Context: an optimization exercise on an open-source flow, tuned for small area, a short achievable clock period and few clock cycles per item. The choices shown serve that exercise and are no tape-out recipe.
Only simulation tests tie the RTL to the original design; equivalence was not proved.
Power figures rest on the tool's default switching activity, not on a simulated workload.

==> wip/pepper: inputs <==
## sub_pipelined
module sub_pipelined #(
   parameter int unsigned w = sub_pipelined_pkg::SUB_W,
   parameter int unsigned s = sub_pipelined_pkg::SUB_S
) (
   input  logic         clk,
   input  logic         rstn,
   input  logic [w-1:0] op1,
   input  logic [w-1:0] op2,
   input  logic         valid_op1,
   input  logic         valid_op2,
   output logic         op_ready,
   output logic [w-1:0] res,
   output logic         valid,
   output logic         borrow,
   output logic         zero,
   input  logic         res_ready
);
   logic         adv;
   logic         valid_q;
   logic [w-1:0] res_q;
   logic         borrow_q;
   logic         zero_q;
   logic [w-1:0] dnext;
   logic [w-1:0] pn;
   logic         bnext;
   assign adv      = ~valid_q | res_ready;
   assign op_ready = adv;
   assign valid    = valid_q;
   assign res      = res_q;
   assign borrow   = borrow_q;
   assign zero     = zero_q;
   always_ff @(posedge clk or negedge rstn) begin
      if (!rstn)    valid_q <= 1'b0;
      else if (adv) valid_q <= valid_op1 & valid_op2;
   end
   always_ff @(posedge clk) begin
      if (adv) begin
         res_q    <= dnext;
         borrow_q <= bnext;
         zero_q   <= ~|pn;
      end
   end
   logic w0;
   logic w1;
   logic w2;
   logic w3;
   logic w4;
   logic w5;
   logic w6;
   logic w7;
   logic w8;
   logic w9;
   logic w10;
   logic w11;
   logic w12;
   logic w13;
   logic w14;
   logic w15;
   logic w16;
   logic w17;
   logic w18;
   logic w19;
   logic w20;
   logic w21;
   logic w22;
   logic w23;
   logic w24;
   logic w25;
   logic w26;
   logic w27;
   logic w28;
  ...
Settings: LEC_CHECK=0, CAP_MARGIN=20, CORE_MARGIN=2, CORE_UTILIZATION=40, PLACE_DENSITY=0.6, SLEW_MARGIN=20, SYNTH_HIERARCHICAL=1, SYNTH_MINIMUM_KEEP_SIZE=0; clock period 3.5 ns.
standard.sh (not shown) runs the stock make flow with config.mk's settings and CLKGATE_MAP_FILE= SYNTH_SCRIPT=/design/flow/synth_recipe.tcl, a recipe that flattens the netlist after the stock synthesis.
==> flow/flow/run.sh <==
#!/bin/bash
# Layout flow: the standard flow (standard.sh, unchanged synthesis),
# with each I/O port buffered by a plain sky130_fd_sc_hd__buf_1 instead of
# the buffer cell buffer_ports would pick by itself.
set -o pipefail
export BUFFER_PORTS_ARGS="-buffer_cell sky130_fd_sc_hd__buf_1"
bash standard.sh > standard.log 2>&1
==> inputs of wip/tundra, as changes to wip/pepper <==
==> flow/flow/run.sh (replaced) <==
#!/bin/bash
# Layout flow: the standard flow (standard.sh, synthesis unchanged) with
#  - each I/O port buffered by a plain sky130_fd_sc_hd__buf_1 instead of the
#    buffer cell buffer_ports would pick by itself;
#  - after floorplan, every combinational cell reset to its _1 size
#    (flow/downsize.tcl), so that timing repair sizes up only what it needs;
#  - timing repair asked for extra setup margin (SETUP_SLACK_MARGIN below).
# Each step's full output goes to its own log file in this folder.
set -eo pipefail
ARGS=("BUFFER_PORTS_ARGS=-buffer_cell sky130_fd_sc_hd__buf_1"
      "SETUP_SLACK_MARGIN=0.8")
bash standard.sh "${ARGS[@]}" floorplan > standard_floorplan.log 2>&1
F=$PWD/orfs/results/sky130hd/sub_pipelined/base/2_floorplan.odb
ODB_IN=$F ODB_OUT=$F openroad -no_init -exit flow/downsize.tcl > downsize.log 2>&1
bash standard.sh "${ARGS[@]}" finish > standard_finish.log 2>&1
==> flow/flow/downsize.tcl (new file) <==
# Reset every combinational cell that synthesis upsized to its _1 size, so
# that timing repair later sizes up only the gates that need it.
read_db $::env(ODB_IN)
set db [ord::get_db]
set n 0
foreach inst [[ord::get_db_block] getInsts] {
  set m [[$inst getMaster] getName]
  if {![regexp {^(sky130_fd_sc_hd__)([a-z0-9]+)_([0-9]+)$} $m -> pfx base sz]} { continue }
  if {[regexp {^(e?df|dl|sdf|tap|fill|decap|conb|clk)} $base]} { continue }
  if {$sz == 1} { continue }
  set new [$db findMaster ${pfx}${base}_1]
  if {$new == "NULL" || $new == ""} { continue }
  $inst swapMaster $new
  incr n
}
puts "downsized $n cells"
write_db $::env(ODB_OUT)
==> qor summary <==
Status: wip/pepper no timing/DRC/antenna violations; wip/tundra no timing/DRC/antenna violations
Reg2Reg Capture Point: wip/pepper res_q[30]; wip/tundra borrow_q
Vias in the first global route: wip/pepper 10450; wip/tundra 9731
Pin count of the biggest net entering global routing: wip/pepper 88; wip/tundra 132
Placer's final routability congestion estimate: wip/pepper 0.8861; wip/tundra 0.8806
Met1 track demand over resource: wip/pepper 24.98%; wip/tundra 24.42%
Maximum fanout along the worst path: wip/pepper 8; wip/tundra 6
HPWL after DPL: wip/pepper 30.38 mm; wip/tundra 27.03 mm
Overall track demand over capacity in global routing: wip/pepper 22.36%; wip/tundra 19.87%
Worst-case vdd ir drop: wip/pepper 0.3178 mV; wip/tundra 0.3205 mV
Count of instances resized after the clock tree is built: wip/pepper 0; wip/tundra 45
Met3 GRT Util: wip/pepper 6.777%; wip/tundra 4.859%
Share of the final layout cell area in sequential cells: wip/pepper 26.32%; wip/tundra 28.04%
Total power divided by cell area: wip/pepper 415.8 mW/mm²; wip/tundra 422.4 mW/mm²
Placed cell area: wip/pepper 0.01434 mm²; wip/tundra 0.01300 mm²
Total power of the final layout: wip/pepper 6207 µW; wip/tundra 5917 µW
Total area of multi-input combinational cells: wip/pepper 0.007659 mm²; wip/tundra 0.006659 mm²
Reported net switching power: wip/pepper 2166 µW; wip/tundra 2011 µW
Setup repair after global routing missed its margin: wip/pepper false; wip/tundra true
Arrival @ worst endpoint: wip/pepper 3.19 ns; wip/tundra 2.82 ns
Number of buffers added for setup after CTS: wip/pepper 0; wip/tundra 5
Non-clock buffer share: wip/pepper 11.37%; wip/tundra 13.22%
Comb power frac: wip/pepper 34.3%; wip/tundra 34.1%
Final std cells w/o fill: wip/pepper 2160; wip/tundra 2168
Cell-internal power: wip/pepper 4041 µW; wip/tundra 3906 µW
Worst-margin pin slew: wip/pepper 0.6290 ns; wip/tundra 0.7525 ns
Worst slack at placement: wip/pepper -0.05336 ns; wip/tundra -0.2535 ns
Testbench counts of wip/pepper, summed over its fixed seeds: cycles 3,208, items 3,200.
Testbench counts of wip/tundra, summed over its fixed seeds: cycles 3,208, items 3,200.

* * *

==> inputs of yarrow <==
Another version of the RTL of sub_pipelined (not shown whole).
clock: 3.5 ns
lec_check: 0
cap_margin: 20
core_margin: 2
core_utilization: 50
place_density: 0.6
slew_margin: 20
synth_hierarchical: 1
synth_minimum_keep_size: 0
==> flow/flow/run.sh <==
#!/bin/bash
# Layout flow: the standard flow (standard.sh, synthesis unchanged) with
#  - every combinational cell of the synthesized netlist reset to its _1 size
#    (flow/downsize.tcl), so that timing repair sizes up only what it needs;
#  - each I/O port buffered by a plain sky130_fd_sc_hd__buf_1 instead of the
#    buffer cell buffer_ports would pick by itself;
#  - timing repair asked for extra setup margin (SETUP_SLACK_MARGIN below);
#  - the clock tree built from clkbuf_8 cells instead of clkbuf_16, without
#    dummy load cells.
# Each step's full output goes to its own log file in this folder.
set -eo pipefail
ARGS=("BUFFER_PORTS_ARGS=-buffer_cell sky130_fd_sc_hd__buf_1"
      "SETUP_SLACK_MARGIN=1.22"
      "CTS_ARGS=-sink_clustering_enable -repair_clock_nets -buf_list sky130_fd_sc_hd__clkbuf_8 -dont_use_dummy_load")
bash standard.sh "${ARGS[@]}" synth > standard_synth.log 2>&1
F=$PWD/orfs/results/sky130hd/sub_pipelined/base/1_synth.odb
ODB_IN=$F ODB_OUT=$F openroad -no_init -exit flow/downsize.tcl > downsize.log 2>&1
bash standard.sh "${ARGS[@]}" finish > standard_finish.log 2>&1
==> flow/flow/downsize.tcl <==
# Reset every combinational cell that synthesis upsized to its _1 size, so
# that timing repair later sizes up only the gates that need it.
read_db $::env(ODB_IN)
set db [ord::get_db]
set n 0
foreach inst [[ord::get_db_block] getInsts] {
  set m [[$inst getMaster] getName]
  if {![regexp {^(sky130_fd_sc_hd__)([a-z0-9]+)_([0-9]+)$} $m -> pfx base sz]} { continue }
  if {[regexp {^(e?df|dl|sdf|tap|fill|decap|conb|clk)} $base]} { continue }
  if {$sz == 1} { continue }
  set new [$db findMaster ${pfx}${base}_1]
  if {$new == "NULL" || $new == ""} { continue }
  $inst swapMaster $new
  incr n
}
puts "downsized $n cells"
write_db $::env(ODB_OUT)
==> inputs of maple, as changes to yarrow <==
==> flow/flow/run.sh (replaced) <==
#!/bin/bash
# Layout flow: the standard flow (standard.sh, synthesis unchanged) with
#  - each I/O port buffered by a plain sky130_fd_sc_hd__buf_1 instead of the
#    buffer cell buffer_ports would pick by itself;
#  - after floorplan, every combinational cell reset to its _1 size
#    (flow/downsize.tcl), so that timing repair sizes up only what it needs;
#  - timing repair asked for extra setup margin (SETUP_SLACK_MARGIN below);
#  - the clock tree built from clkbuf_8 cells instead of clkbuf_16.
# Each step's full output goes to its own log file in this folder.
set -eo pipefail
ARGS=("BUFFER_PORTS_ARGS=-buffer_cell sky130_fd_sc_hd__buf_1"
      "SETUP_SLACK_MARGIN=1.15"
      "CTS_BUF_LIST=sky130_fd_sc_hd__clkbuf_8")
bash standard.sh "${ARGS[@]}" floorplan > standard_floorplan.log 2>&1
F=$PWD/orfs/results/sky130hd/sub_pipelined/base/2_floorplan.odb
ODB_IN=$F ODB_OUT=$F openroad -no_init -exit flow/downsize.tcl > downsize.log 2>&1
bash standard.sh "${ARGS[@]}" finish > standard_finish.log 2>&1
Settings changed: CORE_UTILIZATION 50 to 40.
==> inputs of quartz, as changes to yarrow <==
==> flow/flow/run.sh (replaced) <==
#!/bin/bash
# Layout flow: the standard flow (standard.sh, synthesis unchanged) with
#  - each I/O port buffered by a plain sky130_fd_sc_hd__buf_1 instead of the
#    buffer cell buffer_ports would pick by itself;
#  - after floorplan, every combinational cell reset to its _1 size
#    (flow/downsize.tcl), so that timing repair sizes up only what it needs;
#  - timing repair asked for extra setup margin (SETUP_SLACK_MARGIN below);
#  - the clock tree built from clkbuf_8 cells instead of clkbuf_16, without
#    dummy load cells.
# Each step's full output goes to its own log file in this folder.
set -eo pipefail
ARGS=("BUFFER_PORTS_ARGS=-buffer_cell sky130_fd_sc_hd__buf_1"
      "SETUP_SLACK_MARGIN=1.15"
      "CTS_ARGS=-sink_clustering_enable -repair_clock_nets -buf_list sky130_fd_sc_hd__clkbuf_8 -dont_use_dummy_load")
bash standard.sh "${ARGS[@]}" floorplan > standard_floorplan.log 2>&1
F=$PWD/orfs/results/sky130hd/sub_pipelined/base/2_floorplan.odb
ODB_IN=$F ODB_OUT=$F openroad -no_init -exit flow/downsize.tcl > downsize.log 2>&1
bash standard.sh "${ARGS[@]}" finish > standard_finish.log 2>&1
==> run summary <==
- RSZ-0062 raised after global routing: true
- Synthesized area: 11,470 µm²
- DR WL met2: 14.73 mm
- Reg power frac: 47.5%
- Nets: 1,880
- Avg WL per Cell: about 15 µm
- Status: complete, no violations
The numbers above come from yarrow.

==> run summary <==
- Largest net degree at the start of global routing: 80
- Nets: approximately 1,900
- Avg WL per Cell: 14.89 µm
- Status: complete, no violations
- Reg power frac: 44.6%
- Synthesized area: between 10,000 and 15,000 µm²
The numbers above come from maple.

==> run summary <==
- Status: complete, no violations
- DR WL met2: ~15 mm
- RSZ-0062 raised after global routing: false
- Avg WL per Cell: 14.90 µm
The numbers above come from quartz.

Testbench counts of yarrow, summed over its fixed seeds: cycles 3,208, items 3,200.
Testbench counts of maple, summed over its fixed seeds: cycles 3,208, items 3,200.
Testbench counts of quartz, summed over its fixed seeds: cycles 3,208, items 3,200.

-- separate check: timing with driven ports --
The results above use ideal ports. As a check the final layouts listed here were re-extracted and re-timed, cells and wires unchanged. Step 1 assumes that a clkbuf_16 drives the clock port and a buf_2 every other input. Step 2 moves the port delays by t, midway between the first and last clock arrival at a register: inputs arrive t later, outputs are due t later. That takes back most of the time a late clock gives input paths. Three values: no drivers, after step 1, after step 2; two values: the first two.
run | shift t [ns] | slack for setup (ns) | hold slack, ns | clock arrival spread, ns
wip/pepper | 0.484 | 0.477 / 0.501 / 0.017 | 0.023 / 0.003 / 0.487 | 0.016 / 0.016
wip/tundra | 0.471 | 0.860 / 0.882 / 0.411 | 0.026 / 0.003 / 0.474 | 0.008 / 0.008
yarrow | 0.473 | 1.265 / 1.267 / 0.802 | 0.439 / 0.422 / 0.895 | 0.036 / 0.036
maple | 0.499 | 1.195 / 1.205 / 0.712 | 0.421 / 0.399 / 0.898 | 0.019 / 0.019
quartz | 0.472 | 1.209 / 1.222 / 0.750 | 0.453 / 0.437 / 0.884 | 0.041 / 0.042
After both steps setup and hold are still met in every run listed. For maple, which loses most, drivers alone change the setup slack by +0.010 ns; drivers and shift together by -0.483 ns.
